This design comes from an exercise in tuning for small area on the open sky130 flow, not from production work.
Only simulation tests tie the RTL to the original design; equivalence was not proved.

rev 12:
// prbs_link_top
module prbs_link_top #(
   parameter int WORD_W     = prbs_link_pkg::DEF_WORD_W,
   parameter int NUM_LANES  = prbs_link_pkg::DEF_NUM_LANES,
   parameter int LOCK_WORDS = prbs_link_pkg::DEF_LOCK_WORDS
) (
   input  logic                                       clk_i,
   input  logic                                       rst_i,
   input  logic [NUM_LANES-1:0][WORD_W-1:0]           rx_words_i,
   input  logic [prbs_link_pkg::sel_w(NUM_LANES)-1:0] chan_sel_i,
   input  logic [prbs_link_pkg::INIT_W-1:0]           err_init_i,
   output logic [WORD_W-1:0]                          tx_word_o,
   output logic [prbs_link_pkg::TOT_W-1:0]            status_o,
   output logic                                       err_flag_o,
   output logic [NUM_LANES-1:0]                       aligned_o
);
export LEC_CHECK = 0
export CAP_MARGIN = 20
export CORE_MARGIN = 2
export CORE_UTILIZATION = 40
export SLEW_MARGIN = 20
export SYNTH_HIERARCHICAL = 1
create_clock -name core_clock -period 12.0 [get_ports {clk_i}]
standard.sh (not shown) runs the stock make flow with config.mk's settings and CLKGATE_MAP_FILE= SYNTH_SCRIPT=/design/flow/synth_recipe.tcl, a recipe that flattens the netlist after the stock synthesis.
==> flow/flow/run.sh <==
#!/bin/bash
set -o pipefail
cp standard.sh standard.sh.txt
export BUFFER_PORTS_ARGS="-buffer_cell sky130_fd_sc_hd__buf_1"
bash standard.sh > standard.log 2>&1
Rev 12 finished end to end and its layout was clean on timing, DRC and antenna.
Inputs modified between rev 12 and rev 13:
==> flow/run.sh (new file) <==
#!/bin/bash
# synth_recipe.tcl (not shown) runs the flow's synth.tcl, then flattens the netlist and writes it again
# the make line also repeats each setting of config.mk as NAME=value (left out here)
make -C /OpenROAD-flow-scripts/flow DESIGN_CONFIG=/design/flow/config.mk WORK_HOME=/design/flow/orfs CLKGATE_MAP_FILE= SYNTH_SCRIPT=/design/flow/synth_recipe.tcl finish
removed: flow/flow/run.sh
removed: flow/standard.sh
--- outcome ---
After detailed routing, rev 12 needs less wire than rev 13. On transition time of the tightest slew-check pin: rev 13 sits below rev 12. Taking rev 12 as the reference, in rev 13 post-route standard cell area excluding fillers saw an increase; net count of the finished layout moved up; count of clock-buffer cells in the layout now smaller; HPWL after detailed placement +6.5%. Compared with rev 12, rev 13 degrades setup slack. Sort rev 13 and rev 12 by total global-route track usage desc -> top: rev 13.

* * *

Setup of v4:
Another version of the RTL of prbs_link_top (not shown whole).
For scale: ~2800 cells after synthesis.
Settings: LEC_CHECK=0, CAP_MARGIN=10, CORE_MARGIN=2, CORE_UTILIZATION=60, GPL_TIMING_DRIVEN=0, SLEW_MARGIN=10, SYNTH_HIERARCHICAL=1; clock period 12.0 ns.
==> flow/flow/run.sh <==
#!/bin/bash
set -o pipefail
export BUFFER_PORTS_ARGS="-buffer_cell sky130_fd_sc_hd__buf_1"
export CTS_ARGS="-sink_clustering_enable -repair_clock_nets -dont_use_dummy_load -buf_list sky130_fd_sc_hd__clkbuf_8 -sink_clustering_size 16 -sink_clustering_max_diameter 50"
bash standard.sh > standard.log 2>&1
v4: full flow OK, the timing, DRC and antenna checks passed
## Diff of input files: v30 against v4
# v4
export LEC_CHECK = 0
export CAP_MARGIN = 10
export CORE_MARGIN = 2
export CORE_UTILIZATION = 60
export GPL_TIMING_DRIVEN = 0
export SLEW_MARGIN = 10
export SYNTH_HIERARCHICAL = 1
create_clock -name core_clock -period 12.0 [get_ports {clk_i}]
# v30
export LEC_CHECK = 0
export CAP_MARGIN = 10
export CORE_MARGIN = 2
export CORE_UTILIZATION = 60
export SLEW_MARGIN = 10
export SYNTH_HIERARCHICAL = 1
create_clock -name core_clock -period 12.0 [get_ports {clk_i}]
### Flow results
- Looking at endpoint of the most critical setup path, the g_lane[3].u_chk.tot_q[6] result is from v30; the g_lane[1].u_chk.tot_q[0] one comes from v4.
- For met2 wirelength from detailed routing, v30 and v4 come out practically identical.
- Re global routing usage summed across all routing layers: v4 and v30 aren't equal, and the lower value belongs to v4.
- [compare] base=v4 new=v30: area of the multi-input gates flat.
--- input diff v30..v50 ---
# v30
export LEC_CHECK = 0
export CAP_MARGIN = 10
export CORE_MARGIN = 2
export CORE_UTILIZATION = 60
export SLEW_MARGIN = 10
export SYNTH_HIERARCHICAL = 1
create_clock -name core_clock -period 12.0 [get_ports {clk_i}]
# v50
export LEC_CHECK = 0
export CAP_MARGIN = 10
export CORE_MARGIN = 2
export CORE_UTILIZATION = 75
export GPL_TIMING_DRIVEN = 0
export SLEW_MARGIN = 10
export SYNTH_HIERARCHICAL = 1
create_clock -name core_clock -period 12.0 [get_ports {clk_i}]
[summary]
- Looking at data-path buffer share of cell area in the final layout, v50 sits 0.15 points lower than v30 does.
- Half-perimeter wire length after placement down about 1.5% in v50 wrt v30
- Delta (v50 minus v30): clock tree buffer count of the final layout down 6.7%, timing-limited maximum frequency has decreased.
- Summary of v50 over v30: via total after detailed routing picked up an extra about 4%; met2 wirelength from detailed routing higher; sequential cell area was more or less identical.
- v50 against v30: worst hold path cell count stayed essentially flat; total die area -20%; number of design-rule violations left by the first detailed-router iteration increased by 61% relative to the old numbers.

* * *

prbs_link_top, a different RTL version from the one above (not shown whole).
Size in the first run: roughly 620 I/O pins.
clock: 12.0 ns
lec_check: 0
cap_margin: 10
core_margin: 2
core_utilization: 60
gpl_timing_driven: 0
slew_margin: 10
synth_hierarchical: 1
==> flow/flow/run.sh <==
#!/bin/bash
set -o pipefail
export BUFFER_PORTS_ARGS="-buffer_cell sky130_fd_sc_hd__buf_1"
export CTS_ARGS="-sink_clustering_enable -repair_clock_nets -dont_use_dummy_load -buf_list sky130_fd_sc_hd__clkbuf_2 -sink_clustering_size 6 -sink_clustering_max_diameter 30"
export REMOVE_ABC_BUFFERS=1
bash standard.sh REMOVE_ABC_BUFFERS=1 finish > standard.log 2>&1
Then changed:
==> flow/flow/run.sh (replaced) <==
#!/bin/bash
set -o pipefail
export BUFFER_PORTS_ARGS="-buffer_cell sky130_fd_sc_hd__buf_1"
export CTS_ARGS="-sink_clustering_enable -repair_clock_nets -dont_use_dummy_load -buf_list sky130_fd_sc_hd__clkbuf_4 -sink_clustering_size 10 -sink_clustering_max_diameter 40"
export REMOVE_ABC_BUFFERS=1
bash standard.sh REMOVE_ABC_BUFFERS=1 finish > standard.log 2>&1
Outcome: Die area stays the same; cell area barely changes; routed wire length drops by 0.80%; hold slack gets better by 0.13 ns; setup slack degrades by 0.13 ns; cell count went down by 0.75%; flip-flop and latch count stays the same; sequential share of layout area barely changes; non-clock buffer count is unchanged.

static timing again, ports no longer ideal:
In the flow no input, the clock included, has a driving cell. The finished layouts below were timed again as built, in two steps.
Step 1 sets driving cells, clkbuf_16 on the clock port and buf_2 on the other inputs (assumed; they add their load-dependent delay and slew).
Step 2 adds t to the input delays and takes it off the output delays; t is the mean of the earliest and latest rising clock arrival at the registers after step 1. Input paths then give back, and output paths get back, about the clock's delay inside the block.
Three values: no drivers, after step 1, after step 2; two values: the first two.
| run | shift t [ns] | setup WS [ns] | worst data-port slew with drivers (ns) | cell pins on the clock port's net |
|---|---|---|---|---|
| rev 12 | 0.631 | 0.516 / 0.543 / -0.088 | 0.11 | 1 |
| rev 13 | 0.623 | 0.352 / 0.380 / -0.243 | 0.11 | 1 |
| v4 | 0.652 | 0.415 / 0.443 / -0.209 | 0.18 | 1 |
| v30 | 0.663 | 0.615 / 0.640 / -0.023 | 0.19 | 1 |
| v50 | 0.645 | 0.386 / 0.406 / -0.240 | 0.13 | 1 |
| the first run of note 3 | 0.955 | 0.674 / 0.696 / -0.259 | 0.17 | 1 |
| the second run of note 3 | 0.773 | 0.540 / 0.565 / -0.208 | 0.16 | 1 |
With both steps, setup timing fails in every run listed, where it was met with ideal ports. For the first run of note 3, which loses most, drivers alone change the setup slack by +0.022 ns; drivers and shift together by -0.933 ns.
